This design comes from an exercise in tuning for small area, a short achievable clock period and few clock cycles per item on the open sky130 flow, not from production work.
Where RTL was checked, it was by simulation tests only, not by an equivalence proof against the original.
Function not checked in run 1: the RTL went through the layout flow alone.

==> flow/design.v, too long to show whole: its modules and the start of the top module <==
// module rsti_front: 55 lines
// module rsti_back: 150 lines
// module rsti_mac_lo: 955 lines
// module rsti_mac_hi: 885 lines
// module radix_string_to_integer_unit: 69 lines
module radix_string_to_integer_unit (
    input  logic                              i_clk,
    input  logic                              i_rst_n,
    input  logic                              i_valid,
    output logic                              o_ready,
    input  logic [7:0]                        i_ch,
    input  logic                              i_first,
    output logic                              o_valid,
    input  logic                              i_ready,
    output logic signed [rsti_pkg::VAL_W-1:0] o_value,
    input  logic                              i_cfg_we,
    input  logic [1:0]                        i_cfg_idx,
    input  logic [rsti_pkg::VAL_W-1:0]        i_cfg_data
);
  // ...
==> flow/flow/run.sh <==
#!/bin/bash
# Own flow: the standard layout (standard.sh, unchanged synthesis), with
# two changes:
#  - every input and output port still gets its own buffer, but a plain
#    sky130_fd_sc_hd__buf_1 rather than the delay cell buffer_ports picks by
#    itself;
#  - clock tree synthesis adds no dummy loads and drives the register
#    clusters with sky130_fd_sc_hd__clkbuf_4 (the tree above them is as
#    usual).
# standard.sh's output goes to standard.log; each ORFS step keeps its own log
# under orfs/logs/.
set -euo pipefail
bash standard.sh "BUFFER_PORTS_ARGS=-buffer_cell sky130_fd_sc_hd__buf_1" \
  "CTS_ARGS=-sink_clustering_enable -repair_clock_nets -dont_use_dummy_load -sink_clustering_buffer sky130_fd_sc_hd__clkbuf_4" \
  finish > standard.log 2>&1
==> flow/standard.sh <==
#!/bin/bash
# synth_recipe.tcl (not shown) runs the flow's synth.tcl, then flattens the netlist and writes it again
# the make line also repeats each setting of config.mk as NAME=value (left out here)
make -C /OpenROAD-flow-scripts/flow DESIGN_CONFIG=/design/flow/config.mk WORK_HOME=/design/flow/orfs CLKGATE_MAP_FILE= SYNTH_SCRIPT=/design/flow/synth_recipe.tcl "${@:-finish}"
==> flow/config.mk <==
export PLATFORM = sky130hd
export DESIGN_NAME = radix_string_to_integer_unit
export DESIGN_NICKNAME = radix_string_to_integer_unit
export VERILOG_FILES = /design/flow/design.v
export SDC_FILE = /design/flow/constraint.sdc
export NUM_CORES = 4
export LEC_CHECK = 0
export ABC_AREA = 1
export CAP_MARGIN = 20
export CORE_MARGIN = 2
export CORE_UTILIZATION = 55
export PLACE_DENSITY = 0.7
export SETUP_SLACK_MARGIN = 2.6
export SLEW_MARGIN = 20
==> flow/constraint.sdc <==
create_clock -name core_clock -period 6.5 [get_ports {i_clk}]
set_input_delay 1.3000 -clock core_clock [delete_from_list [all_inputs] [get_ports {i_clk}]]
set_output_delay 1.3000 -clock core_clock [all_outputs]
set_load 0.01 [all_outputs]
==> impl_metrics.csv, run 1 <==
group,metric,value,unit
logic_synthesis,async_flop_share,0,
setup_path,crit_fanout,7,
sta,final.setup_skew,41.2,ps
cells_and_area,multi_input_area_share,0.602,
logic_synthesis,synth_edf_count,9,
setup_path,required,6930,ps
cells_and_area,final_core_util,0.649,
run,maxCapViolCount,0,
floorplanning,die_h,188,um
cells_and_area,ff_latch_area,4850,sq um
logic_synthesis,yosysUniqueCellTypes,56,
logic_synthesis,yosys_warnings,3,
worst_hold_path,hold_depth,2,
setup_path,critical_path.max_stage_delay,420,ps
logic_synthesis,synth_compound_area_frac,0.174,
global_routing,grt.met1_usage,0.354,
route,antenna_left,0,
setup_path,critical_path_arrival,4980,ps
setup_path,crit_end,"u_back.r_hi[31]$_DFF_P_",
route,routed.top_layer,"met4",
sta,drv_slew,0,
status,status,"finished clean",
route,drt_pass1_iterations,6,
setup_path,path_depth,28,
logic_synthesis,yosysSeqAreaShare,0.259,
logic_synthesis,ys_ff_latch,236,
logic_synthesis,synth_nets,2599,
==> run 2, diff against run 1 <==
--- a/flow/design.v
+++ b/flow/design.v
@@ -712,16 +712,30 @@
     logic t447;
     logic t448;
     logic t449;
     logic t450;
     logic t451;
     logic t452;
     logic t453;
     logic t454;
+    logic t455;
+    logic t456;
+    logic t457;
+    logic t458;
+    logic t459;
+    logic t460;
+    logic t461;
+    logic t462;
+    logic t463;
+    logic t464;
+    logic t465;
+    logic t466;
+    logic t467;
+    logic t468;
     assign t0 = ((i_b[0] & i_v[0])) ^ i_b[2];
     assign t1 = ((i_b[0] & i_v[1]) | (i_b[1] & i_v[0])) ^ i_b[2];
     assign t2 = ((i_b[0] & i_v[2]) | (i_b[1] & i_v[1])) ^ i_b[2];
     assign t3 = ((i_b[0] & i_v[3]) | (i_b[1] & i_v[2])) ^ i_b[2];
     assign t4 = ((i_b[0] & i_v[4]) | (i_b[1] & i_v[3])) ^ i_b[2];
     assign t5 = ((i_b[0] & i_v[5]) | (i_b[1] & i_v[4])) ^ i_b[2];
     assign t6 = ((i_b[0] & i_v[6]) | (i_b[1] & i_v[5])) ^ i_b[2];
     assign t7 = ((i_b[0] & i_v[7]) | (i_b[1] & i_v[6])) ^ i_b[2];
@@ -1020,196 +1034,210 @@
     assign t300 = t224 ^ t225;
     assign t301 = t226 & t227;
     assign t302 = t226 ^ t227;
     assign t303 = t228 & t229;
     assign t304 = t228 ^ t229;
     assign t305 = t230 & t231;
     assign t306 = t230 ^ t231;
     assign t307 = t245 | (t246 & t243);
-    assign t308 = t246 & t244;
-    assign t309 = t249 | (t250 & t247);
-    assign t310 = t250 & t248;
-    assign t311 = t253 | (t254 & t251);
-    assign t312 = t254 & t252;
-    assign t313 = t257 | (t258 & t255);
-    assign t314 = t258 & t256;
-    assign t315 = t261 | (t262 & t259);
-    assign t316 = t262 & t260;
-    assign t317 = t265 | (t266 & t263);
-    assign t318 = t266 & t264;
-    assign t319 = t269 | (t270 & t267);
-    assign t320 = t270 & t268;
-    assign t321 = t273 | (t274 & t271);
-    assign t322 = t274 & t272;
-    assign t323 = t277 | (t278 & t275);
-    assign t324 = t278 & t276;
-    assign t325 = t281 | (t282 & t279);
-    assign t326 = t282 & t280;
-    assign t327 = t285 | (t286 & t283);
-    assign t328 = t286 & t284;
-    assign t329 = t289 | (t290 & t287);
-    assign t330 = t290 & t288;
-    assign t331 = t293 | (t294 & t291);
-    assign t332 = t294 & t292;
-    assign t333 = t297 | (t298 & t295);
-    assign t334 = t298 & t296;
-    assign t335 = t301 | (t302 & t299);
-    assign t336 = t302 & t300;
-    assign t337 = t305 | (t306 & t303);
-    assign t338 = t306 & t304;
-    assign t339 = t309 | (t310 & t307);
-    assign t340 = t310 & t308;
-    assign t341 = t313 | (t314 & t311);
-    assign t342 = t314 & t312;
-    assign t343 = t317 | (t318 & t315);
-    assign t344 = t318 & t316;
-    assign t345 = t321 | (t322 & t319);
-    assign t346 = t322 & t320;
-    assign t347 = t325 | (t326 & t323);
-    assign t348 = t326 & t324;
-    assign t349 = t329 | (t330 & t327);
-    assign t350 = t330 & t328;
-    assign t351 = t333 | (t334 & t331);
-    assign t352 = t334 & t332;
-    assign t353 = t337 | (t338 & t335);
-    assign t354 = t338 & t336;
-    assign t355 = t341 | (t342 & t339);
-    assign t356 = t342 & t340;
-    assign t357 = t345 | (t346 & t343);
-    assign t358 = t346 & t344;
-    assign t359 = t349 | (t350 & t347);
-    assign t360 = t350 & t348;
-    assign t361 = t353 | (t354 & t351);
-    assign t362 = t354 & t352;
-    assign t363 = t357 | (t358 & t355);
-    assign t364 = t358 & t356;
-    assign t365 = t361 | (t362 & t359);
-    assign t366 = t362 & t360;
-    assign t367 = t365 | (t366 & t363);
-    assign t368 = t366 & t364;
-    assign t369 = t359 | (t360 & t363);
-    assign t370 = t360 & t364;
-    assign t371 = t343 | (t344 & t355);
-    assign t372 = t344 & t356;
-    assign t373 = t347 | (t348 & t363);
-    assign t374 = t348 & t364;
-    assign t375 = t351 | (t352 & t369);
-    assign t376 = t352 & t370;
-    assign t377 = t311 | (t312 & t339);
-    assign t378 = t312 & t340;
-    assign t379 = t315 | (t316 & t355);
-    assign t380 = t316 & t356;
-    assign t381 = t319 | (t320 & t371);
-    assign t382 = t320 & t372;
-    assign t383 = t323 | (t324 & t363);
-    assign t384 = t324 & t364;
-    assign t385 = t327 | (t328 & t373);
-    assign t386 = t328 & t374;
-    assign t387 = t331 | (t332 & t369);
-    assign t388 = t332 & t370;
-    assign t389 = t335 | (t336 & t375);
-    assign t390 = t336 & t376;
-    assign t391 = t247 | (t248 & t307);
-    assign t392 = t248 & t308;
-    assign t393 = t251 | (t252 & t339);
-    assign t394 = t252 & t340;
-    assign t395 = t255 | (t256 & t377);
-    assign t396 = t256 & t378;
-    assign t397 = t259 | (t260 & t355);
-    assign t398 = t260 & t356;
-    assign t399 = t263 | (t264 & t379);
-    assign t400 = t264 & t380;
-    assign t401 = t267 | (t268 & t371);
-    assign t402 = t268 & t372;
-    assign t403 = t271 | (t272 & t381);
-    assign t404 = t272 & t382;
-    assign t405 = t275 | (t276 & t363);
-    assign t406 = t276 & t364;
-    assign t407 = t279 | (t280 & t383);
-    assign t408 = t280 & t384;
-    assign t409 = t283 | (t284 & t373);
-    assign t410 = t284 & t374;
-    assign t411 = t287 | (t288 & t385);
-    assign t412 = t288 & t386;
-    assign t413 = t291 | (t292 & t369);
-    assign t414 = t292 & t370;
-    assign t415 = t295 | (t296 & t387);
-    assign t416 = t296 & t388;
-    assign t417 = t299 | (t300 & t375);
-    assign t418 = t300 & t376;
-    assign t419 = t303 | (t304 & t389);
-    assign t420 = t304 & t390;
-    assign t421 = 1'b0 | (1'b0 & t367);
-    assign t422 = 1'b0 & t368;
-    assign t423 = t246 ^ t243;
-    assign t424 = t248 ^ t307;
-    assign t425 = t250 ^ t391;
-    assign t426 = t252 ^ t339;
-    assign t427 = t254 ^ t393;
-    assign t428 = t256 ^ t377;
-    assign t429 = t258 ^ t395;
-    assign t430 = t260 ^ t355;
-    assign t431 = t262 ^ t397;
-    assign t432 = t264 ^ t379;
-    assign t433 = t266 ^ t399;
-    assign t434 = t268 ^ t371;
-    assign t435 = t270 ^ t401;
-    assign t436 = t272 ^ t381;
-    assign t437 = t274 ^ t403;
-    assign t438 = t276 ^ t363;
-    assign t439 = t278 ^ t405;
-    assign t440 = t280 ^ t383;
-    assign t441 = t282 ^ t407;
-    assign t442 = t284 ^ t373;
-    assign t443 = t286 ^ t409;
-    assign t444 = t288 ^ t385;
-    assign t445 = t290 ^ t411;
-    assign t446 = t292 ^ t369;
-    assign t447 = t294 ^ t413;
-    assign t448 = t296 ^ t387;
-    assign t449 = t298 ^ t415;
-    assign t450 = t300 ^ t375;
-    assign t451 = t302 ^ t417;
-    assign t452 = t304 ^ t389;
-    assign t453 = t306 ^ t419;
-    assign t454 = 1'b0 ^ t367;
+    assign t308 = t249 | (t250 & t247);
+    assign t309 = t250 & t248;
+    assign t310 = t253 | (t254 & t251);
+    assign t311 = t254 & t252;
+    assign t312 = t257 | (t258 & t255);
+    assign t313 = t258 & t256;
+    assign t314 = t261 | (t262 & t259);
+    assign t315 = t262 & t260;
+    assign t316 = t265 | (t266 & t263);
+    assign t317 = t266 & t264;
+    assign t318 = t269 | (t270 & t267);
+    assign t319 = t270 & t268;
+    assign t320 = t273 | (t274 & t271);
+    assign t321 = t274 & t272;
+    assign t322 = t277 | (t278 & t275);
+    assign t323 = t278 & t276;
+    assign t324 = t281 | (t282 & t279);
+    assign t325 = t282 & t280;
+    assign t326 = t285 | (t286 & t283);
+    assign t327 = t286 & t284;
+    assign t328 = t289 | (t290 & t287);
+    assign t329 = t290 & t288;
+    assign t330 = t293 | (t294 & t291);
+    assign t331 = t294 & t292;
+    assign t332 = t297 | (t298 & t295);
+    assign t333 = t298 & t296;
+    assign t334 = t301 | (t302 & t299);
+    assign t335 = t302 & t300;
+    assign t336 = t305 | (t306 & t303);
+    assign t337 = t306 & t304;
+    assign t338 = t247 | (t248 & t307);
+    assign t339 = t308 | (t309 & t307);
+    assign t340 = t255 | (t256 & t310);
+    assign t341 = t256 & t311;
+    assign t342 = t312 | (t313 & t310);
+    assign t343 = t313 & t311;
+    assign t344 = t263 | (t264 & t314);
+    assign t345 = t264 & t315;
+    assign t346 = t316 | (t317 & t314);
+    assign t347 = t317 & t315;
+    assign t348 = t271 | (t272 & t318);
+    assign t349 = t272 & t319;
+    assign t350 = t320 | (t321 & t318);
+    assign t351 = t321 & t319;
+    assign t352 = t279 | (t280 & t322);
+    assign t353 = t280 & t323;
+    assign t354 = t324 | (t325 & t322);
+    assign t355 = t325 & t323;
+    assign t356 = t287 | (t288 & t326);
+    assign t357 = t288 & t327;
+    assign t358 = t328 | (t329 & t326);
+    assign t359 = t329 & t327;
+    assign t360 = t295 | (t296 & t330);
+    assign t361 = t296 & t331;
+    assign t362 = t332 | (t333 & t330);
+    assign t363 = t333 & t331;
+    assign t364 = t303 | (t304 & t334);
+    assign t365 = t304 & t335;
+    assign t366 = t336 | (t337 & t334);
+    assign t367 = t337 & t335;
+    assign t368 = t251 | (t252 & t339);
+    assign t369 = t310 | (t311 & t339);
+    assign t370 = t340 | (t341 & t339);
+    assign t371 = t342 | (t343 & t339);
+    assign t372 = t267 | (t268 & t346);
+    assign t373 = t268 & t347;
+    assign t374 = t318 | (t319 & t346);
+    assign t375 = t319 & t347;
+    assign t376 = t348 | (t349 & t346);
+    assign t377 = t349 & t347;
+    assign t378 = t350 | (t351 & t346);
+    assign t379 = t351 & t347;
+    assign t380 = t283 | (t284 & t354);
+    assign t381 = t284 & t355;
+    assign t382 = t326 | (t327 & t354);
+    assign t383 = t327 & t355;
+    assign t384 = t356 | (t357 & t354);
+    assign t385 = t357 & t355;
+    assign t386 = t358 | (t359 & t354);
+    assign t387 = t359 & t355;
+    assign t388 = t299 | (t300 & t362);
+    assign t389 = t300 & t363;
+    assign t390 = t334 | (t335 & t362);
+    assign t391 = t335 & t363;
+    assign t392 = t364 | (t365 & t362);
+    assign t393 = t365 & t363;
+    assign t394 = t366 | (t367 & t362);
+    assign t395 = t367 & t363;
+    assign t396 = t259 | (t260 & t371);
+    assign t397 = t314 | (t315 & t371);
+    assign t398 = t344 | (t345 & t371);
+    assign t399 = t346 | (t347 & t371);
+    assign t400 = t372 | (t373 & t371);
+    assign t401 = t374 | (t375 & t371);
+    assign t402 = t376 | (t377 & t371);
+    assign t403 = t378 | (t379 & t371);
+    assign t404 = t291 | (t292 & t386);
+    assign t405 = t292 & t387;
+    assign t406 = t330 | (t331 & t386);
+    assign t407 = t331 & t387;
+    assign t408 = t360 | (t361 & t386);
+    assign t409 = t361 & t387;
+    assign t410 = t362 | (t363 & t386);
+    assign t411 = t363 & t387;
+    assign t412 = t388 | (t389 & t386);
+    assign t413 = t389 & t387;
+    assign t414 = t390 | (t391 & t386);
+    assign t415 = t391 & t387;
+    assign t416 = t392 | (t393 & t386);
+    assign t417 = t393 & t387;
+    assign t418 = t394 | (t395 & t386);
+    assign t419 = t395 & t387;
+    assign t420 = t275 | (t276 & t403);
+    assign t421 = t322 | (t323 & t403);
+    assign t422 = t352 | (t353 & t403);
+    assign t423 = t354 | (t355 & t403);
+    assign t424 = t380 | (t381 & t403);
+    assign t425 = t382 | (t383 & t403);
+    assign t426 = t384 | (t385 & t403);
+    assign t427 = t386 | (t387 & t403);
+    assign t428 = t404 | (t405 & t403);
+    assign t429 = t406 | (t407 & t403);
+    assign t430 = t408 | (t409 & t403);
+    assign t431 = t410 | (t411 & t403);
+    assign t432 = t412 | (t413 & t403);
+    assign t433 = t414 | (t415 & t403);
+    assign t434 = t416 | (t417 & t403);
+    assign t435 = t418 | (t419 & t403);
+    assign t436 = 1'b0 | (1'b0 & t435);
+    assign t437 = t246 ^ t243;
+    assign t438 = t248 ^ t307;
+    assign t439 = t250 ^ t338;
+    assign t440 = t252 ^ t339;
+    assign t441 = t254 ^ t368;
+    assign t442 = t256 ^ t369;
+    assign t443 = t258 ^ t370;
+    assign t444 = t260 ^ t371;
+    assign t445 = t262 ^ t396;
+    assign t446 = t264 ^ t397;
+    assign t447 = t266 ^ t398;
+    assign t448 = t268 ^ t399;
+    assign t449 = t270 ^ t400;
+    assign t450 = t272 ^ t401;
+    assign t451 = t274 ^ t402;
+    assign t452 = t276 ^ t403;
+    assign t453 = t278 ^ t420;
+    assign t454 = t280 ^ t421;
+    assign t455 = t282 ^ t422;
+    assign t456 = t284 ^ t423;
+    assign t457 = t286 ^ t424;
+    assign t458 = t288 ^ t425;
+    assign t459 = t290 ^ t426;
+    assign t460 = t292 ^ t427;
+    assign t461 = t294 ^ t428;
+    assign t462 = t296 ^ t429;
+    assign t463 = t298 ^ t430;
+    assign t464 = t300 ^ t431;
+    assign t465 = t302 ^ t432;
+    assign t466 = t304 ^ t433;
+    assign t467 = t306 ^ t434;
+    assign t468 = 1'b0 ^ t435;
     assign o_y[0] = t244;
-    assign o_y[1] = t423;
-    assign o_y[2] = t424;
-    assign o_y[3] = t425;
-    assign o_y[4] = t426;
-    assign o_y[5] = t427;
-    assign o_y[6] = t428;
-    assign o_y[7] = t429;
-    assign o_y[8] = t430;
-    assign o_y[9] = t431;
-    assign o_y[10] = t432;
-    assign o_y[11] = t433;
-    assign o_y[12] = t434;
-    assign o_y[13] = t435;
-    assign o_y[14] = t436;
-    assign o_y[15] = t437;
-    assign o_y[16] = t438;
-    assign o_y[17] = t439;
-    assign o_y[18] = t440;
-    assign o_y[19] = t441;
-    assign o_y[20] = t442;
-    assign o_y[21] = t443;
-    assign o_y[22] = t444;
-    assign o_y[23] = t445;
-    assign o_y[24] = t446;
-    assign o_y[25] = t447;
-    assign o_y[26] = t448;
-    assign o_y[27] = t449;
-    assign o_y[28] = t450;
-    assign o_y[29] = t451;
-    assign o_y[30] = t452;
-    assign o_y[31] = t453;
-    assign o_c = t454;
+    assign o_y[1] = t437;
+    assign o_y[2] = t438;
+    assign o_y[3] = t439;
+    assign o_y[4] = t440;
+    assign o_y[5] = t441;
+    assign o_y[6] = t442;
+    assign o_y[7] = t443;
+    assign o_y[8] = t444;
+    assign o_y[9] = t445;
+    assign o_y[10] = t446;
+    assign o_y[11] = t447;
+    assign o_y[12] = t448;
+    assign o_y[13] = t449;
+    assign o_y[14] = t450;
+    assign o_y[15] = t451;
+    assign o_y[16] = t452;
+    assign o_y[17] = t453;
+    assign o_y[18] = t454;
+    assign o_y[19] = t455;
+    assign o_y[20] = t456;
+    assign o_y[21] = t457;
+    assign o_y[22] = t458;
+    assign o_y[23] = t459;
+    assign o_y[24] = t460;
+    assign o_y[25] = t461;
+    assign o_y[26] = t462;
+    assign o_y[27] = t463;
+    assign o_y[28] = t464;
+    assign o_y[29] = t465;
+    assign o_y[30] = t466;
+    assign o_y[31] = t467;
+    assign o_c = t468;
     assign o_ca = {t240, t238, t236, t234, t232};
     assign o_cb = {t241, t239, t237, t235, t233};
 endmodule
 module rsti_mac_hi (
     input  logic [31:0] i_v,
     input  logic [7:0] i_b,
     input  logic [4:0] i_c,
     output logic [31:0] o_y
@@ -1632,16 +1660,31 @@
     logic t415;
     logic t416;
     logic t417;
     logic t418;
     logic t419;
     logic t420;
     logic t421;
     logic t422;
+    logic t423;
+    logic t424;
+    logic t425;
+    logic t426;
+    logic t427;
+    logic t428;
+    logic t429;
+    logic t430;
+    logic t431;
+    logic t432;
+    logic t433;
+    logic t434;
+    logic t435;
+    logic t436;
+    logic t437;
     assign t0 = ((i_b[0] & i_v[0])) ^ i_b[2];
     assign t1 = ((i_b[0] & i_v[1]) | (i_b[1] & i_v[0])) ^ i_b[2];
     assign t2 = ((i_b[0] & i_v[2]) | (i_b[1] & i_v[1])) ^ i_b[2];
     assign t3 = ((i_b[0] & i_v[3]) | (i_b[1] & i_v[2])) ^ i_b[2];
     assign t4 = ((i_b[0] & i_v[4]) | (i_b[1] & i_v[3])) ^ i_b[2];
     assign t5 = ((i_b[0] & i_v[5]) | (i_b[1] & i_v[4])) ^ i_b[2];
     assign t6 = ((i_b[0] & i_v[6]) | (i_b[1] & i_v[5])) ^ i_b[2];
     assign t7 = ((i_b[0] & i_v[7]) | (i_b[1] & i_v[6])) ^ i_b[2];
@@ -1911,192 +1954,207 @@
     assign t271 = t205 ^ t206;
     assign t272 = t207 & t208;
     assign t273 = t207 ^ t208;
     assign t274 = t209 & t210;
     assign t275 = t209 ^ t210;
     assign t276 = t211 & t212;
     assign t277 = t211 ^ t212;
     assign t278 = t216 | (t217 & t214);
-    assign t279 = t217 & t215;
-    assign t280 = t220 | (t221 & t218);
-    assign t281 = t221 & t219;
-    assign t282 = t224 | (t225 & t222);
-    assign t283 = t225 & t223;
-    assign t284 = t228 | (t229 & t226);
-    assign t285 = t229 & t227;
-    assign t286 = t232 | (t233 & t230);
-    assign t287 = t233 & t231;
-    assign t288 = t236 | (t237 & t234);
-    assign t289 = t237 & t235;
-    assign t290 = t240 | (t241 & t238);
-    assign t291 = t241 & t239;
-    assign t292 = t244 | (t245 & t242);
-    assign t293 = t245 & t243;
-    assign t294 = t248 | (t249 & t246);
-    assign t295 = t249 & t247;
-    assign t296 = t252 | (t253 & t250);
-    assign t297 = t253 & t251;
-    assign t298 = t256 | (t257 & t254);
-    assign t299 = t257 & t255;
-    assign t300 = t260 | (t261 & t258);
-    assign t301 = t261 & t259;
-    assign t302 = t264 | (t265 & t262);
-    assign t303 = t265 & t263;
-    assign t304 = t268 | (t269 & t266);
-    assign t305 = t269 & t267;
-    assign t306 = t272 | (t273 & t270);
-    assign t307 = t273 & t271;
-    assign t308 = t276 | (t277 & t274);
-    assign t309 = t277 & t275;
-    assign t310 = t280 | (t281 & t278);
-    assign t311 = t281 & t279;
-    assign t312 = t284 | (t285 & t282);
-    assign t313 = t285 & t283;
-    assign t314 = t288 | (t289 & t286);
-    assign t315 = t289 & t287;
-    assign t316 = t292 | (t293 & t290);
-    assign t317 = t293 & t291;
-    assign t318 = t296 | (t297 & t294);
-    assign t319 = t297 & t295;
-    assign t320 = t300 | (t301 & t298);
-    assign t321 = t301 & t299;
-    assign t322 = t304 | (t305 & t302);
-    assign t323 = t305 & t303;
-    assign t324 = t308 | (t309 & t306);
-    assign t325 = t309 & t307;
-    assign t326 = t312 | (t313 & t310);
-    assign t327 = t313 & t311;
-    assign t328 = t316 | (t317 & t314);
-    assign t329 = t317 & t315;
-    assign t330 = t320 | (t321 & t318);
-    assign t331 = t321 & t319;
-    assign t332 = t324 | (t325 & t322);
-    assign t333 = t325 & t323;
-    assign t334 = t328 | (t329 & t326);
-    assign t335 = t329 & t327;
-    assign t336 = t332 | (t333 & t330);
-    assign t337 = t333 & t331;
-    assign t338 = t336 | (t337 & t334);
-    assign t339 = t337 & t335;
-    assign t340 = t330 | (t331 & t334);
-    assign t341 = t331 & t335;
-    assign t342 = t314 | (t315 & t326);
-    assign t343 = t315 & t327;
-    assign t344 = t318 | (t319 & t334);
-    assign t345 = t319 & t335;
-    assign t346 = t322 | (t323 & t340);
-    assign t347 = t323 & t341;
-    assign t348 = t282 | (t283 & t310);
-    assign t349 = t283 & t311;
-    assign t350 = t286 | (t287 & t326);
-    assign t351 = t287 & t327;
-    assign t352 = t290 | (t291 & t342);
-    assign t353 = t291 & t343;
-    assign t354 = t294 | (t295 & t334);
-    assign t355 = t295 & t335;
-    assign t356 = t298 | (t299 & t344);
-    assign t357 = t299 & t345;
-    assign t358 = t302 | (t303 & t340);
-    assign t359 = t303 & t341;
-    assign t360 = t306 | (t307 & t346);
-    assign t361 = t307 & t347;
-    assign t362 = t218 | (t219 & t278);
-    assign t363 = t219 & t279;
-    assign t364 = t222 | (t223 & t310);
-    assign t365 = t223 & t311;
-    assign t366 = t226 | (t227 & t348);
-    assign t367 = t227 & t349;
-    assign t368 = t230 | (t231 & t326);
-    assign t369 = t231 & t327;
-    assign t370 = t234 | (t235 & t350);
-    assign t371 = t235 & t351;
-    assign t372 = t238 | (t239 & t342);
-    assign t373 = t239 & t343;
-    assign t374 = t242 | (t243 & t352);
-    assign t375 = t243 & t353;
-    assign t376 = t246 | (t247 & t334);
-    assign t377 = t247 & t335;
-    assign t378 = t250 | (t251 & t354);
-    assign t379 = t251 & t355;
-    assign t380 = t254 | (t255 & t344);
-    assign t381 = t255 & t345;
-    assign t382 = t258 | (t259 & t356);
-    assign t383 = t259 & t357;
-    assign t384 = t262 | (t263 & t340);
-    assign t385 = t263 & t341;
-    assign t386 = t266 | (t267 & t358);
-    assign t387 = t267 & t359;
-    assign t388 = t270 | (t271 & t346);
-    assign t389 = t271 & t347;
-    assign t390 = t274 | (t275 & t360);
-    assign t391 = t275 & t361;
-    assign t392 = t217 ^ t214;
-    assign t393 = t219 ^ t278;
-    assign t394 = t221 ^ t362;
-    assign t395 = t223 ^ t310;
-    assign t396 = t225 ^ t364;
-    assign t397 = t227 ^ t348;
-    assign t398 = t229 ^ t366;
-    assign t399 = t231 ^ t326;
-    assign t400 = t233 ^ t368;
-    assign t401 = t235 ^ t350;
-    assign t402 = t237 ^ t370;
-    assign t403 = t239 ^ t342;
-    assign t404 = t241 ^ t372;
-    assign t405 = t243 ^ t352;
-    assign t406 = t245 ^ t374;
-    assign t407 = t247 ^ t334;
-    assign t408 = t249 ^ t376;
-    assign t409 = t251 ^ t354;
-    assign t410 = t253 ^ t378;
-    assign t411 = t255 ^ t344;
-    assign t412 = t257 ^ t380;
-    assign t413 = t259 ^ t356;
-    assign t414 = t261 ^ t382;
-    assign t415 = t263 ^ t340;
-    assign t416 = t265 ^ t384;
-    assign t417 = t267 ^ t358;
-    assign t418 = t269 ^ t386;
-    assign t419 = t271 ^ t346;
-    assign t420 = t273 ^ t388;
-    assign t421 = t275 ^ t360;
-    assign t422 = t277 ^ t390;
+    assign t279 = t220 | (t221 & t218);
+    assign t280 = t221 & t219;
+    assign t281 = t224 | (t225 & t222);
+    assign t282 = t225 & t223;
+    assign t283 = t228 | (t229 & t226);
+    assign t284 = t229 & t227;
+    assign t285 = t232 | (t233 & t230);
+    assign t286 = t233 & t231;
+    assign t287 = t236 | (t237 & t234);
+    assign t288 = t237 & t235;
+    assign t289 = t240 | (t241 & t238);
+    assign t290 = t241 & t239;
+    assign t291 = t244 | (t245 & t242);
+    assign t292 = t245 & t243;
+    assign t293 = t248 | (t249 & t246);
+    assign t294 = t249 & t247;
+    assign t295 = t252 | (t253 & t250);
+    assign t296 = t253 & t251;
+    assign t297 = t256 | (t257 & t254);
+    assign t298 = t257 & t255;
+    assign t299 = t260 | (t261 & t258);
+    assign t300 = t261 & t259;
+    assign t301 = t264 | (t265 & t262);
+    assign t302 = t265 & t263;
+    assign t303 = t268 | (t269 & t266);
+    assign t304 = t269 & t267;
+    assign t305 = t272 | (t273 & t270);
+    assign t306 = t273 & t271;
+    assign t307 = t276 | (t277 & t274);
+    assign t308 = t277 & t275;
+    assign t309 = t218 | (t219 & t278);
+    assign t310 = t279 | (t280 & t278);
+    assign t311 = t226 | (t227 & t281);
+    assign t312 = t227 & t282;
+    assign t313 = t283 | (t284 & t281);
+    assign t314 = t284 & t282;
+    assign t315 = t234 | (t235 & t285);
+    assign t316 = t235 & t286;
+    assign t317 = t287 | (t288 & t285);
+    assign t318 = t288 & t286;
+    assign t319 = t242 | (t243 & t289);
+    assign t320 = t243 & t290;
+    assign t321 = t291 | (t292 & t289);
+    assign t322 = t292 & t290;
+    assign t323 = t250 | (t251 & t293);
+    assign t324 = t251 & t294;
+    assign t325 = t295 | (t296 & t293);
+    assign t326 = t296 & t294;
+    assign t327 = t258 | (t259 & t297);
+    assign t328 = t259 & t298;
+    assign t329 = t299 | (t300 & t297);
+    assign t330 = t300 & t298;
+    assign t331 = t266 | (t267 & t301);
+    assign t332 = t267 & t302;
+    assign t333 = t303 | (t304 & t301);
+    assign t334 = t304 & t302;
+    assign t335 = t274 | (t275 & t305);
+    assign t336 = t275 & t306;
+    assign t337 = t307 | (t308 & t305);
+    assign t338 = t308 & t306;
+    assign t339 = t222 | (t223 & t310);
+    assign t340 = t281 | (t282 & t310);
+    assign t341 = t311 | (t312 & t310);
+    assign t342 = t313 | (t314 & t310);
+    assign t343 = t238 | (t239 & t317);
+    assign t344 = t239 & t318;
+    assign t345 = t289 | (t290 & t317);
+    assign t346 = t290 & t318;
+    assign t347 = t319 | (t320 & t317);
+    assign t348 = t320 & t318;
+    assign t349 = t321 | (t322 & t317);
+    assign t350 = t322 & t318;
+    assign t351 = t254 | (t255 & t325);
+    assign t352 = t255 & t326;
+    assign t353 = t297 | (t298 & t325);
+    assign t354 = t298 & t326;
+    assign t355 = t327 | (t328 & t325);
+    assign t356 = t328 & t326;
+    assign t357 = t329 | (t330 & t325);
+    assign t358 = t330 & t326;
+    assign t359 = t270 | (t271 & t333);
+    assign t360 = t271 & t334;
+    assign t361 = t305 | (t306 & t333);
+    assign t362 = t306 & t334;
+    assign t363 = t335 | (t336 & t333);
+    assign t364 = t336 & t334;
+    assign t365 = t337 | (t338 & t333);
+    assign t366 = t338 & t334;
+    assign t367 = t230 | (t231 & t342);
+    assign t368 = t285 | (t286 & t342);
+    assign t369 = t315 | (t316 & t342);
+    assign t370 = t317 | (t318 & t342);
+    assign t371 = t343 | (t344 & t342);
+    assign t372 = t345 | (t346 & t342);
+    assign t373 = t347 | (t348 & t342);
+    assign t374 = t349 | (t350 & t342);
+    assign t375 = t262 | (t263 & t357);
+    assign t376 = t263 & t358;
+    assign t377 = t301 | (t302 & t357);
+    assign t378 = t302 & t358;
+    assign t379 = t331 | (t332 & t357);
+    assign t380 = t332 & t358;
+    assign t381 = t333 | (t334 & t357);
+    assign t382 = t334 & t358;
+    assign t383 = t359 | (t360 & t357);
+    assign t384 = t360 & t358;
+    assign t385 = t361 | (t362 & t357);
+    assign t386 = t362 & t358;
+    assign t387 = t363 | (t364 & t357);
+    assign t388 = t364 & t358;
+    assign t389 = t365 | (t366 & t357);
+    assign t390 = t366 & t358;
+    assign t391 = t246 | (t247 & t374);
+    assign t392 = t293 | (t294 & t374);
+    assign t393 = t323 | (t324 & t374);
+    assign t394 = t325 | (t326 & t374);
+    assign t395 = t351 | (t352 & t374);
+    assign t396 = t353 | (t354 & t374);
+    assign t397 = t355 | (t356 & t374);
+    assign t398 = t357 | (t358 & t374);
+    assign t399 = t375 | (t376 & t374);
+    assign t400 = t377 | (t378 & t374);
+    assign t401 = t379 | (t380 & t374);
+    assign t402 = t381 | (t382 & t374);
+    assign t403 = t383 | (t384 & t374);
+    assign t404 = t385 | (t386 & t374);
+    assign t405 = t387 | (t388 & t374);
+    assign t406 = t389 | (t390 & t374);
+    assign t407 = t217 ^ t214;
+    assign t408 = t219 ^ t278;
+    assign t409 = t221 ^ t309;
+    assign t410 = t223 ^ t310;
+    assign t411 = t225 ^ t339;
+    assign t412 = t227 ^ t340;
+    assign t413 = t229 ^ t341;
+    assign t414 = t231 ^ t342;
+    assign t415 = t233 ^ t367;
+    assign t416 = t235 ^ t368;
+    assign t417 = t237 ^ t369;
+    assign t418 = t239 ^ t370;
+    assign t419 = t241 ^ t371;
+    assign t420 = t243 ^ t372;
+    assign t421 = t245 ^ t373;
+    assign t422 = t247 ^ t374;
+    assign t423 = t249 ^ t391;
+    assign t424 = t251 ^ t392;
+    assign t425 = t253 ^ t393;
+    assign t426 = t255 ^ t394;
+    assign t427 = t257 ^ t395;
+    assign t428 = t259 ^ t396;
+    assign t429 = t261 ^ t397;
+    assign t430 = t263 ^ t398;
+    assign t431 = t265 ^ t399;
+    assign t432 = t267 ^ t400;
+    assign t433 = t269 ^ t401;
+    assign t434 = t271 ^ t402;
+    assign t435 = t273 ^ t403;
+    assign t436 = t275 ^ t404;
+    assign t437 = t277 ^ t405;
     assign o_y[0] = t215;
-    assign o_y[1] = t392;
-    assign o_y[2] = t393;
-    assign o_y[3] = t394;
-    assign o_y[4] = t395;
-    assign o_y[5] = t396;
-    assign o_y[6] = t397;
-    assign o_y[7] = t398;
-    assign o_y[8] = t399;
-    assign o_y[9] = t400;
-    assign o_y[10] = t401;
-    assign o_y[11] = t402;
-    assign o_y[12] = t403;
-    assign o_y[13] = t404;
-    assign o_y[14] = t405;
-    assign o_y[15] = t406;
-    assign o_y[16] = t407;
-    assign o_y[17] = t408;
-    assign o_y[18] = t409;
-    assign o_y[19] = t410;
-    assign o_y[20] = t411;
-    assign o_y[21] = t412;
-    assign o_y[22] = t413;
-    assign o_y[23] = t414;
-    assign o_y[24] = t415;
-    assign o_y[25] = t416;
-    assign o_y[26] = t417;
-    assign o_y[27] = t418;
-    assign o_y[28] = t419;
-    assign o_y[29] = t420;
-    assign o_y[30] = t421;
-    assign o_y[31] = t422;
+    assign o_y[1] = t407;
+    assign o_y[2] = t408;
+    assign o_y[3] = t409;
+    assign o_y[4] = t410;
+    assign o_y[5] = t411;
+    assign o_y[6] = t412;
+    assign o_y[7] = t413;
+    assign o_y[8] = t414;
+    assign o_y[9] = t415;
+    assign o_y[10] = t416;
+    assign o_y[11] = t417;
+    assign o_y[12] = t418;
+    assign o_y[13] = t419;
+    assign o_y[14] = t420;
+    assign o_y[15] = t421;
+    assign o_y[16] = t422;
+    assign o_y[17] = t423;
+    assign o_y[18] = t424;
+    assign o_y[19] = t425;
+    assign o_y[20] = t426;
+    assign o_y[21] = t427;
+    assign o_y[22] = t428;
+    assign o_y[23] = t429;
+    assign o_y[24] = t430;
+    assign o_y[25] = t431;
+    assign o_y[26] = t432;
+    assign o_y[27] = t433;
+    assign o_y[28] = t434;
+    assign o_y[29] = t435;
+    assign o_y[30] = t436;
+    assign o_y[31] = t437;
 endmodule
 module radix_string_to_integer_unit (
     input  logic                              i_clk,
     input  logic                              i_rst_n,
     input  logic                              i_valid,
     output logic                              o_ready,
     input  logic [7:0]                        i_ch,
     input  logic                              i_first,
==> run 2 against run 1 <==
Core utilization fell by 1.7 points; die area rose by 0.49%; first-iteration DRC count rose by 3.2%; synthesized area rose by 0.50%; flip-flop and latch count did not move; still clean on timing, DRC and antenna.
==> impl_metrics.csv, run 2 <==
group,metric,value,unit
worst_hold_path,hold_class,"flip-flop to flip-flop",
route,routed.top_layer,"met5",
logic_synthesis,muxShareOfSynthArea,0,
logic_synthesis,yosysMostFrequentCell,"nand2_1",
route,met1_length,22500,um
sta,fin_hold_ws,470,ps
sta,min_period_over_period,0.599,
global_routing,grt_first_pass_wirelength,85800,um
cts,cts.sinks,236,
setup_path,path_class,"flip-flop to flip-flop",
cells_and_area,area_growth,13.2,%
global_routing,grt-ovfl-total,0,
setup_path,worst-path-buf-inv,4,
setup_path,crit_fanout,7,
cts,clkLatencyLatePin,540,ps
logic_synthesis,synth_xor_area_frac,0.138,
cts,clk_pin_slew,60,ps
cts,cts_tree,"done",
run,maxCapViolCount,0,
floorplanning,row_count,67,
cells_and_area,final_common_cell,"nand2_1",
route,vias_per_cell,5.83,
status,status,"finished clean",
setup_path,path_depth,17,
logic_synthesis,yosysUniqueCellTypes,49,
setup_path,critical_path.max_stage_delay,590,ps
placement,port_buffers,145,
cts,h-tree-depth,3,
global_routing,track_usage,0.297,
setup_path,rrSetupSlack,2610,ps
setup_path,required,6940,ps
route,route.vias.total,17900,
route,post_drt_wl_per_cell,17.8,um
sta,fin_crit,3890,ps
sta,drv_slew,0,
global_routing,antenna_found_initial,2,
global_routing,grt_max_degree,95,
logic_synthesis,synth_top_area_frac,0.243,
route,drc,0,
sta,tightest_slew,961,ps
logic_synthesis,syn_inst,2466,
logic_synthesis,yosys-top-cells-area,"dfxtp_1, xor2_1, ha_1",
global_routing,first_global_vias,16900,
logic_synthesis,synth_top_family_by_area,"adder cells",
floorplanning,fp.dieArea,35500,sq um
logic_synthesis,synth_nets,2761,
sta,rsz0062_at_grt,"yes",
route,drt_iter0_drc,1399,
cts,cts_root_buf,"clkbuf_16",
sta,max_freq,257,MHz
sta,worst_slack,2610,ps
cells_and_area,drive_above_1_share,0.109,
logic_synthesis,yosysTopAreaCell,"dfxtp_1",
logic_synthesis,synth_compound_area_frac,0.167,
logic_synthesis,yosys_warnings,3,
sta,hold_viol_final,0,
route,drt_pass1_iterations,5,
floorplanning,dieWidth,188,um
cts,numCtsBuffers,70,
floorplanning,start_util,0.558,
setup_path,slowest_stage,"fa_1",
setup_path,endpoint_kind,"flip-flop",
worst_hold_path,hold_depth,2,
logic_synthesis,yosys.area_share.adder,0.176,
cells_and_area,final_core_util,0.632,
setup_path,critical_path_arrival,4330,ps
placement,dpl_worst_slack,1740,ps
floorplanning,core,33500,sq um
logic_synthesis,postSynthAreaPerCell,7.59,sq um
route,routed_wl,54500,um
route,wl_met2,26300,um
sta,tns,0,ps
setup_path,critPathTopFamily,"adder cells",
setup_path,worst-r2r-cell-count,17,
logic_synthesis,syn_area,18700,sq um
cells_and_area,layout.nets,2911,
logic_synthesis,synth_edf_count,9,
cts,holdBufCountCts,0,
cts,clk_path_buf_depth,3,
sta,setup_viol_count_final,0,
cells_and_area,reg.largest.list,"r_digits_high (64), r_digits_low (64)",
placement,dp_hpwl,35600,um
logic_synthesis,yosysSeqAreaShare,0.257,
route,met3_length,3660,um
setup_path,startpoint_type,"flip-flop",
sta,relSlewSlack,0.359,
floorplanning,die_h,188,um
sta,final.setup_skew,46.1,ps
logic_synthesis,async_flop_share,0,
logic_synthesis,ys_ff_latch,236,
cells_and_area,final_cell_mix,"nand2_1, xor2_1, inv_1, dfxtp_1, nor2_1",
logic_synthesis,synth_flop_cell,"dfxtp_1",
placement,place_inst,2947,
floorplanning,num_io_pins,146,
cells_and_area,final_cells,3063,
logic_synthesis,synth-simple-area-share,0.173,
placement,gp_congestion,0.934,
route,antenna_left,0,
setup_path,crit_chain,"clkinv_16 > o22ai_4 > xor2_1 > fa_1 > fa_1 > inv_1 > ha_1 > nand2_1 > inv_2 > a21oi_4 > nor2_4 > o22ai_4 > o21ai_2 > a21o_4 > inv_2 > fa_2 > o221ai_2",
logic_synthesis,synth.top_cells.by_count,"nand2_1, inv_1, xor2_1",
run 2: cell families after synthesis:
group / count (synthesis)
and+or+nand+nor: 766
AOI/OAI and AO/OA: 521
buffers and inverters: 432
xor gates and xnor gates: 295
DFF: 236
adders and majority gates: 216
run 2: repair_timing:
| item | 4_1_cts | 5_1_grt |
|---|---|---|
| endpoints found under the setup margin | 58 | 47 |
| setup buffers | 19 | 19 |
| pin swaps | 9 | 29 |
| gates cloned | 3 | 4 |
| resized for setup | 58 | 69 |
run 2: metrics by stage:
step	area (sq um)
global route	21200
CTS	20700
floorplan	18900
detailed placement	19600
global placement	19600
finish	21200
run 2: area by class of cell:
class,instances,area [sq um]
flip-flops and latches,236,4850
multi-input cells,1798,12700
inverters,296,1200
clock buffers,70,683
repair buffers,208,1140
fillers,3095,12300
well taps,448,561
diodes,1,2.50
repair inverters,6,56.3
run 2: path summary, 6_finish.rpt:
kind                             startpoint                        endpoint
max reg2reg         r_booth[3]$_SDFFE_PN1P_         u_back.r_lo[16]$_DFF_P_
max                 r_booth[3]$_SDFFE_PN1P_         u_back.r_lo[16]$_DFF_P_
min reg2reg  r_digits_high[18]$_SDFFE_PN0P_  r_digits_high[18]$_SDFFE_PN0P_
min          r_digits_high[18]$_SDFFE_PN0P_  r_digits_high[18]$_SDFFE_PN0P_
run 2: worst register-to-register path, cell delays in order, from the launching register on:
cell and delay, ps:
dfxtp_4 430, clkinv_16 90, o22ai_4 170, xor2_1 190
fa_1 480, fa_1 590, inv_1 50, ha_1 290
nand2_1 70, inv_2 40, a21oi_4 180, nor2_4 60
o22ai_4 180, o21ai_2 100, a21o_4 230, inv_2 50
fa_2 430, o221ai_2 170
run 2: per-layer routing:
metal | GRT usage | vias up
met5 | 0 | -
met2 | 0.508 | 686
met1 | 0.371 | 8504
met4 | 0.129 | 2
met3 | 0.0484 | 136
li1 | - | 8544
Testbench counts of run 2, summed over its fixed seeds: cycles 18,815, items 18,783.
==> run 3, diff against run 2 <==
--- a/flow/config.mk
+++ b/flow/config.mk
@@ -11,4 +11,4 @@
 export CORE_UTILIZATION = 55
 export PLACE_DENSITY = 0.7
-export SETUP_SLACK_MARGIN = 2.6
+export SETUP_SLACK_MARGIN = 2.5
 export SLEW_MARGIN = 20
==> run 3 against run 2 <==
Final cell count decreased by 0.33%; die area unchanged; first-iteration DRC count decreased by 2.9%; wire length decreased by 1.1%; global-route usage increased by 0.26 points; worst setup slack got worse by 100 ps; worst hold slack got worse by 11 ps; critical endpoint unchanged.
==> impl_metrics.csv, run 3 <==
group,metric,value,unit
status,status,"finished clean",
route,vias_per_cell,5.79,
floorplanning,start_util,0.558,
logic_synthesis,async_flop_share,0,
sta,rsz0062_at_grt,"yes",
sta,final.setup_skew,55.4,ps
logic_synthesis,ys_ff_latch,236,
global_routing,grt-ovfl-total,0,
floorplanning,core,33500,sq um
logic_synthesis,yosysUniqueCellTypes,49,
setup_path,critical_path_arrival,4340,ps
cts,cts_tree,"done",
cells_and_area,final_cell_mix,"nand2_1, xor2_1, inv_1, dfxtp_1, nor2_1",
route,antenna_left,0,
setup_path,endpoint_kind,"flip-flop",
logic_synthesis,yosysMostFrequentCell,"nand2_1",
route,routed_wl,53900,um
global_routing,grt_max_degree,94,
setup_path,path_class,"flip-flop to flip-flop",
cells_and_area,reg.largest.list,"r_digits_high (64), r_digits_low (64)",
route,post_drt_wl_per_cell,17.7,um
floorplanning,dieWidth,188,um
floorplanning,row_count,67,
cts,holdBufCountCts,0,
placement,place_inst,2948,
global_routing,track_usage,0.300,
route,route.vias.total,17700,
cells_and_area,final_common_cell,"nand2_1",
placement,gp_congestion,0.906,
sta,setup_viol_count_final,0,
route,drt_pass1_iterations,7,
logic_synthesis,syn_area,18700,sq um
logic_synthesis,synth_flop_cell,"dfxtp_1",
floorplanning,die_h,188,um
logic_synthesis,synth_edf_count,9,
logic_synthesis,postSynthAreaPerCell,7.59,sq um
sta,relSlewSlack,0.353,
route,drt_iter0_drc,1359,
cts,cts_root_buf,"clkbuf_16",
logic_synthesis,yosysSeqAreaShare,0.257,
cells_and_area,layout.nets,2901,
global_routing,grt_first_pass_wirelength,86800,um
cts,clkLatencyLatePin,550,ps
logic_synthesis,synth_nets,2761,
global_routing,first_global_vias,17300,
cells_and_area,area_growth,11.7,%
cts,numCtsBuffers,72,
cells_and_area,drive_above_1_share,0.101,
placement,dp_hpwl,35700,um
cts,clk_pin_slew,60,ps
placement,port_buffers,145,
logic_synthesis,yosys-top-cells-area,"dfxtp_1, xor2_1, ha_1",
sta,fin_crit,4000,ps
sta,tightest_slew,970,ps
setup_path,startpoint_type,"flip-flop",
logic_synthesis,syn_inst,2466,
logic_synthesis,yosysTopAreaCell,"dfxtp_1",
sta,tns,0,ps
global_routing,antenna_found_initial,1,
run,maxCapViolCount,0,
logic_synthesis,synth_top_area_frac,0.243,
logic_synthesis,yosys_warnings,3,
cts,clk_path_buf_depth,3,
cells_and_area,final_cells,3053,
sta,min_period_over_period,0.615,
logic_synthesis,synth.top_cells.by_count,"nand2_1, inv_1, xor2_1",
sta,max_freq,250,MHz
cells_and_area,fill_cells,3119,
floorplanning,fp.dieArea,35500,sq um
setup_path,crit_fanout,5,
sta,hold_viol_final,0,
floorplanning,num_io_pins,146,
setup_path,required,6840,ps
route,drc,0,
cts,h-tree-depth,3,
worst_hold_path,hold_class,"flip-flop to flip-flop",
sta,drv_slew,0,
cts,cts.sinks,236,
[run 3: timing repair]
action                                  in CTS  in global routing
gates resized for setup                     38                 75
gates cloned                                 2                  2
pin swaps                                    7                 33
buffers inserted                            18                 10
endpoints found under the setup margin      55                 51
endpoints found under the hold margin        0                  0
[run 3: cell families after synthesis]
family,count (synthesis),share of synthesized area
AOI/OAI and AO/OA,521,0.167
xor gates and xnor gates,295,0.138
adders and majority gates,216,0.176
buffers and inverters,432,0.0884
DFF,236,0.257
and+or+nand+nor,766,0.173
[run 3: path summary, 6_finish.rpt]
kind / start / end / slack, ps / cells past startpoint
max reg2reg: u_back.r_par$_SDFFE_PN0P_ / u_back.r_lo[16]$_DFF_P_ / 2500 / 20
max: u_back.r_par$_SDFFE_PN0P_ / u_back.r_lo[16]$_DFF_P_ / 2500 / 20
min reg2reg: r_rm1[0]$_SDFFE_PN1P_ / r_rm1[0]$_SDFFE_PN1P_ / 460 / 1
min: r_rm1[0]$_SDFFE_PN1P_ / r_rm1[0]$_SDFFE_PN1P_ / 460 / 1
[run 3: cell type report]
type / count / area (sq um) / area share
Multi-Input combinational cell: 1798 / 12600 / 0.601
Antenna cell: 1 / 2.50 / 0.000120
Sequential cell: 236 / 4850 / 0.232
Inverter: 296 / 1160 / 0.0553
Timing Repair inverter: 4 / 28.8 / 0.00138
Tap cell: 448 / 561 / 0.0268
Clock buffer: 72 / 698 / 0.0334
Timing Repair Buffer: 198 / 1050 / 0.0501
[run 3: metal layers]
metal / GRT usage / vias to the layer above / share of wire
li1: - / 8509 / -
met1: 0.374 / 8344 / 0.41
met2: 0.505 / 695 / 0.48
met3: 0.0529 / 141 / 0.071
met4: 0.142 / 0 / 0.038
met5: 0 / - / 0
[run 3: critical path, stage by stage (launching register included)]
cell and delay [ps]:
dfxtp_4 370, nand2_2 70, inv_2 80, ha_4 140
inv_2 40, fa_2 420, o21ai_2 200, xor2_2 100
fa_1 550, inv_1 60, ha_1 270, nand2_1 50
inv_1 60, a21oi_2 60, nor2_2 200, o22ai_4 120
o21ai_2 180, a21o_4 160, inv_2 40, fa_2 510
o221ai_1 120
[run 3: stage by stage]
step | hold slack (ps) | worst slack (ps) | area [sq um] | util
after detailed placement | 446 | 1700 | 19500 | 0.583
after floorplan | 426 | 2450 | 18800 | -
after global routing | 485 | 2350 | 20900 | 0.623
after global placement | 443 | 1760 | 19500 | 0.583
after CTS | 462 | 2490 | 20500 | 0.613
final | 459 | 2500 | 20900 | 0.623
==> run 4, diff against run 3 <==
--- a/flow/config.mk
+++ b/flow/config.mk
@@ -11,4 +11,4 @@
 export CORE_UTILIZATION = 55
 export PLACE_DENSITY = 0.7
-export SETUP_SLACK_MARGIN = 2.5
+export SETUP_SLACK_MARGIN = 2.8
 export SLEW_MARGIN = 20
==> run 4 against run 3 <==
Critical path depth is the same; first-iteration DRC count shrank 9.1%; synthesized cell count is the same; sequential share of layout area shrank 0.87 points; clock-buffer cell count shrank 2; cell area grew 3.9%; via count grew 1.1%; worst setup slack gained 150 ps; global-route usage grew 0.43 points; critical path type unchanged.
==> impl_metrics.csv, run 4 <==
group,metric,value,unit
status,status,"finished clean",
global_routing,track_usage,0.304,
logic_synthesis,synth_nets,2761,
placement,gp_congestion,0.928,
cts,clk_path_buf_depth,3,
sta,max_freq,260,MHz
cells_and_area,layout.nets,2936,
placement,dpl_worst_slack,1780,ps
sta,setup_viol_count_final,0,
sta,min_period_over_period,0.592,
logic_synthesis,yosysTopAreaCell,"dfxtp_1",
cts,holdBufCountCts,0,
setup_path,worstReg2RegStart,"r_booth[0]$_SDFFE_PN0P_",
setup_path,crit_fanout,11,
route,route.vias.total,17900,
cts,clk_pin_slew,60,ps
sta,fin_hold_ws,467,ps
worst_hold_path,hold_start,"r_digits_high[19]$_SDFFE_PN0P_",
route,routed_wl,54900,um
logic_synthesis,yosys-top-cells-area,"dfxtp_1, xor2_1, ha_1",
sta,final.setup_skew,26.9,ps
route,post_drt_wl_per_cell,17.8,um
setup_path,rrSetupSlack,2650,ps
sta,tightest_slew,1120,ps
logic_synthesis,yosysSeqAreaShare,0.257,
logic_synthesis,synth_edf_count,9,
cells_and_area,drive_above_1_share,0.138,
placement,dp_hpwl,36200,um
logic_synthesis,syn_inst,2466,
cells_and_area,fill_cells,3013,
logic_synthesis,yosysMostFrequentCell,"nand2_1",
sta,relSlewSlack,0.251,
logic_synthesis,synth.top_cells.by_count,"nand2_1, inv_1, xor2_1",
placement,place_inst,2949,
sta,drv_slew,0,
cells_and_area,finalInstanceArea,21700,sq um
cells_and_area,final_cell_mix,"nand2_1, xor2_1, inv_1, dfxtp_1, nor2_1",
setup_path,required,6860,ps
route,drt_iter0_drc,1235,
run,maxCapViolCount,0,
cells_and_area,area_growth,16.0,%
route,drt_pass1_iterations,5,
floorplanning,core,33500,sq um
floorplanning,die_h,188,um
route,antenna_left,0,
floorplanning,start_util,0.558,
route,drc,0,
sta,worst_slack,2650,ps
cts,numCtsBuffers,70,
placement,placed_area,19600,sq um
cells_and_area,final_cells,3087,
placement,port_buffers,145,
cts,cts_tree,"done",
cells_and_area,antenna_cells,0,
worst_hold_path,hold_depth,2,
setup_path,worst-r2r-cell-count,20,
route,vias_per_cell,5.79,
cells_and_area,reg.largest.list,"r_digits_high (64), r_digits_low (64)",
sta,hold_viol_final,0,
cts,cts_root_buf,"clkbuf_16",
logic_synthesis,ys_ff_latch,236,
floorplanning,fp.dieArea,35500,sq um
cells_and_area,ff_latch_area,4850,sq um
global_routing,grt-ovfl-total,0,
cts,h-tree-depth,3,
logic_synthesis,yosys_warnings,3,
cts,cts.sinks,236,
cells_and_area,final_common_cell,"nand2_1",
global_routing,grt_max_degree,76,
setup_path,r2r-end,"u_back.r_lo[18]$_DFF_P_",
logic_synthesis,yosysUniqueCellTypes,49,
floorplanning,num_io_pins,146,
floorplanning,row_count,67,
floorplanning,dieWidth,188,um
sta,rsz0062_at_grt,"yes",
setup_path,startpoint_type,"flip-flop",
logic_synthesis,syn_area,18700,sq um
setup_path,endpoint_kind,"flip-flop",
global_routing,antenna_found_initial,0,
cts,clkLatencyLatePin,520,ps
logic_synthesis,async_flop_share,0,
sta,fin_crit,3850,ps
sta,tns,0,ps
global_routing,first_global_vias,17600,
cells_and_area,multi_input_area,12900,sq um
global_routing,grt_first_pass_wirelength,87600,um
worst_hold_path,min_to,"r_digits_high[19]$_SDFFE_PN0P_",
worst_hold_path,hold_class,"flip-flop to flip-flop",
logic_synthesis,synth_flop_cell,"dfxtp_1",
logic_synthesis,postSynthAreaPerCell,7.59,sq um
setup_path,startpoint,"r_booth[0]$_SDFFE_PN0P_",
setup_path,critical_path_arrival,4210,ps
setup_path,path_class,"flip-flop to flip-flop",
logic_synthesis,synth_top_area_frac,0.243,
## run 4: cell count changes in the layout (fill, tap and decap cells not counted), moves of 5 or more
cell / previous run / this run
a21oi_1: 95 / 84
a21oi_2: 6 / 16
buf_12: 2 / 8
buf_4: 40 / 68
inv_1: 252 / 247
nand2_1: 341 / 322
nand2_2: 7 / 20
nand2_4: 0 / 6
nand3_1: 113 / 103
nand3_2: 0 / 9
nor3_1: 28 / 23
o21ai_0: 128 / 123
o22ai_1: 178 / 168
o22ai_2: 3 / 9
## run 4: cell families after synthesis
kind of cell / Yosys count / synth area share
xor gates and xnor gates: 295 / 0.138
AOI/OAI and AO/OA: 521 / 0.167
buffers and inverters: 432 / 0.0884
and+or+nand+nor: 766 / 0.173
DFF: 236 / 0.257
adders and majority gates: 216 / 0.176
## run 4: metrics by stage
step,utilization
CTS,0.630
detailed placement,0.585
finish,0.647
global placement,0.585
floorplan,-
global route,0.647
## run 4: area by class of cell
class | instances | area share
multi-input cells | 1798 | 0.596
inverters | 296 | 0.0549
clock buffers | 70 | 0.0315
well taps | 448 | 0.0258
flip-flops and latches | 236 | 0.223
repair inverters | 6 | 0.00254
repair buffers | 233 | 0.0656
## run 4: worst max path at each step
stage	to	slack [ps]	depth (start not counted)
detailed placement	u_back.r_hi[25]$_DFF_P_	1780	21
floorplan	u_back.r_lo[16]$_DFF_P_	2520	23
CTS	u_back.r_lo[16]$_DFF_P_	2790	20
global route	u_back.r_lo[18]$_DFF_P_	2470	17
finish	u_back.r_lo[18]$_DFF_P_	2650	20
global placement	u_back.r_lo[16]$_DFF_P_	1850	16
## run 4: per-layer routing
layer  up-vias  wire length (um)  global-route usage
li1       8578                 -                   -
met1      8493             22100               0.362
met2       646             26800               0.528
met3       168              3430              0.0522
met4         0              2580               0.156
met5         -                 0                   0
## run 4: critical path: stages, from the launching register on
cell and delay (ps):
dfxtp_4 420, inv_16 70, o22ai_4 190, xor2_2 100
fa_1 540, inv_1 60, fa_1 580, ha_4 220
a21oi_2 150, inv_2 60, a21oi_4 160, nor2_4 60
o22ai_4 140, o21ai_2 100, a21o_4 230, buf_4 140
buf_12 130, nand2_1 70, nand3_1 80, nand3_1 100
nand3_1 80
## run 4: repair_timing
item | 4_1_cts | 5_1_grt
pin swaps | 31 | 31
endpoints found under the setup margin | 57 | 55
resized for setup | 99 | 107
cloned | 7 | 1
setup buffers | 44 | 15
==> run 5, diff against run 4 <==
--- a/flow/config.mk
+++ b/flow/config.mk
@@ -11,4 +11,4 @@
 export CORE_UTILIZATION = 55
 export PLACE_DENSITY = 0.7
-export SETUP_SLACK_MARGIN = 2.8
+export SETUP_SLACK_MARGIN = 2.7
 export SLEW_MARGIN = 20
==> run 5 against run 4 <==
Core utilization is 0.39 points lower; via count is 0.40% lower; cell area down 0.61%; final cell count is essentially flat.
==> impl_metrics.csv, run 5 <==
group,metric,value,unit
status,status,"finished clean",
worst_hold_path,hold_class,"flip-flop to flip-flop",
logic_synthesis,synth.top_cells.by_count,"nand2_1, inv_1, xor2_1",
cells_and_area,multi_input_area,12900,sq um
placement,dp_hpwl,36000,um
cells_and_area,final_cell_mix,"nand2_1, xor2_1, inv_1, dfxtp_1, nor2_1",
sta,setup_viol_count_final,0,
route,drt_pass1_iterations,6,
setup_path,path_class,"flip-flop to flip-flop",
floorplanning,start_util,0.558,
placement,port_buffers,145,
floorplanning,die_h,188,um
floorplanning,dieWidth,188,um
sta,min_period_over_period,0.599,
global_routing,grt-ovfl-total,0,
placement,gp_congestion,0.939,
run,maxCapViolCount,0,
sta,final.setup_skew,32.3,ps
cts,clk_path_buf_depth,3,
cts,h-tree-depth,3,
cts,numCtsBuffers,70,
logic_synthesis,yosysMostFrequentCell,"nand2_1",
cells_and_area,fill_cells,2967,
logic_synthesis,syn_inst,2466,
cts,clkLatencyLatePin,530,ps
route,drc,0,
logic_synthesis,yosys_warnings,3,
global_routing,antenna_found_initial,1,
route,routed_wl,55300,um
setup_path,startpoint_type,"flip-flop",
cts,clk_pin_slew,60,ps
cts,holdBufCountCts,0,
logic_synthesis,synth_edf_count,9,
logic_synthesis,synth_flop_cell,"dfxtp_1",
global_routing,grt_first_pass_wirelength,87300,um
setup_path,endpoint_kind,"flip-flop",
cells_and_area,ff_latch_area,4850,sq um
cts,cts_root_buf,"clkbuf_16",
cts,cts_tree,"done",
route,post_drt_wl_per_cell,17.9,um
floorplanning,core,33500,sq um
logic_synthesis,yosysTopAreaCell,"dfxtp_1",
route,drt_iter0_drc,1343,
sta,tightest_slew,1010,ps
setup_path,required,6930,ps
sta,fin_hold_ws,468,ps
route,vias_per_cell,5.77,
global_routing,grt_max_degree,71,
sta,drv_slew,0,
cells_and_area,final_common_cell,"nand2_1",
logic_synthesis,ys_ff_latch,236,
setup_path,critical_path_arrival,4330,ps
logic_synthesis,yosysUniqueCellTypes,49,
floorplanning,fp.dieArea,35500,sq um
logic_synthesis,async_flop_share,0,
logic_synthesis,synth_nets,2761,
global_routing,first_global_vias,17400,
cells_and_area,area_growth,15.3,%
setup_path,crit_fanout,7,
route,antenna_left,0,
cts,cts.sinks,236,
logic_synthesis,yosys-top-cells-area,"dfxtp_1, xor2_1, ha_1",
cells_and_area,layout.nets,2933,
logic_synthesis,yosysSeqAreaShare,0.257,
sta,fin_crit,3890,ps
floorplanning,num_io_pins,146,
cells_and_area,drive_above_1_share,0.134,
sta,rsz0062_at_grt,"yes",
logic_synthesis,postSynthAreaPerCell,7.59,sq um
sta,max_freq,257,MHz
sta,tns,0,ps
sta,relSlewSlack,0.325,
global_routing,track_usage,0.303,
sta,hold_viol_final,0,
logic_synthesis,synth_top_area_frac,0.243,
cells_and_area,reg.largest.list,"r_digits_high (64), r_digits_low (64)",
floorplanning,row_count,67,
route,route.vias.total,17800,
logic_synthesis,syn_area,18700,sq um
==> run 5: cell types whose count changed in the layout (fill, tap and decap cells not counted), sizes merged <==
cell / previous run / this run
bufbuf: 1 / 0
clkbuf: 73 / 72
clkinv: 8 / 9
clkinvlp: 1 / 2
diode: 0 / 1
inv: 293 / 290
==> run 5: per-stage QoR <==
step / setup WS, ps / instance area, sq um / cells / utilization
2_1_floorplan: 2520 / 18900 / 2466 / -
3_3_place_gp: 1810 / 19600 / 2948 / 0.585
3_5_place_dp: 1760 / 19600 / 2948 / 0.585
4_1_cts: 2680 / 20900 / 3060 / 0.622
5_1_grt: 2460 / 21600 / 3084 / 0.643
6_report: 2610 / 21600 / 3085 / 0.644
==> run 5: cell type report <==
| type | count | share of cell area |
|---|---|---|
| clock buffer | 70 | 0.0317 |
| sequential | 236 | 0.225 |
| inverter | 296 | 0.0544 |
| antenna | 1 | 0.000116 |
| multi-input combinational | 1798 | 0.599 |
| timing repair buffer | 231 | 0.0622 |
| timing repair inverter | 5 | 0.00174 |
| tap | 448 | 0.0260 |
==> run 5: logic make-up after synthesis <==
group,synth area share
simple gates,0.173
compound gates,0.167
buf+inv,0.0884
xor+xnor,0.138
flops,0.257
fa+ha+maj,0.176
==> run 5: path summary, 6_finish.rpt <==
path,cells past startpoint,end,slack (ps),startpoint
worst max-delay path,21,u_back.r_lo[16]$_DFF_P_,2610,u_back.r_par$_SDFFE_PN0P_
worst min-delay path,2,r_digits_high[46]$_SDFFE_PN0P_,470,r_digits_high[46]$_SDFFE_PN0P_
worst max register to register,21,u_back.r_lo[16]$_DFF_P_,2610,u_back.r_par$_SDFFE_PN0P_
worst min register to register,2,r_digits_high[46]$_SDFFE_PN0P_,470,r_digits_high[46]$_SDFFE_PN0P_
==> run 5: critical path: stages (launching register included) <==
cell and delay [ps]:
dfxtp_4 390, nand2_4 80, inv_1 50, ha_1 280
nand3_1 90, nand2_2 80, buf_6 120, buf_6 110
a21oi_4 140, nor2_2 70, fa_1 550, ha_4 240
a21oi_4 120, inv_2 60, a21oi_4 150, nor2_4 70
o22ai_4 200, o21ai_2 110, a21o_4 250, inv_2 50
fa_2 420, o221ai_2 160
==> run 5: timing repair <==
action                     CTS  global route
setup buffers               37            23
resized for setup           73           114
pin swaps                   29            49
setup endpoints to repair   57            43
cloned                       5             1
==> run 5: routing by layer <==
metal / share of wire / GRT usage / up-vias
met4: 0.044 / 0.144 / 0
met5: 0 / 0 / -
met1: 0.41 / 0.365 / 8436
li1: - / - / 8578
met3: 0.061 / 0.0540 / 168
met2: 0.49 / 0.525 / 632

## what the ideal ports hide
No port has a modelled driver above. Below, the same layouts with a new extraction and two added sets of constraints. Step 1, drivers: a clkbuf_16 drives i_clk and a buf_2 each remaining input, both assumed. Step 2 times the ports against the registers' clock, not the clock port: input delays grow and output delays shrink by t, the midpoint of the rising clock arrivals with the driver on. Three values: ideal, step 1, step 2; two values: the first two.
run	t, ns	slack for setup (ns)	worst setup path at the end	worst slew at a driven data input, ns
run 1	0.565	1.954 / 1.954 / 1.954	register to register	0.09
run 2	0.566	2.607 / 2.607 / 2.263	input to register	0.08
run 3	0.572	2.504 / 2.504 / 2.294	input to register	0.07
run 4	0.567	2.650 / 2.650 / 2.537	input to register	0.04
run 5	0.562	2.607 / 2.607 / 2.298	input to register	0.08
After both steps every run listed still meets setup and hold. For run 2, which loses most, drivers alone change the setup slack by 0.000 ns; drivers and shift together by -0.344 ns.
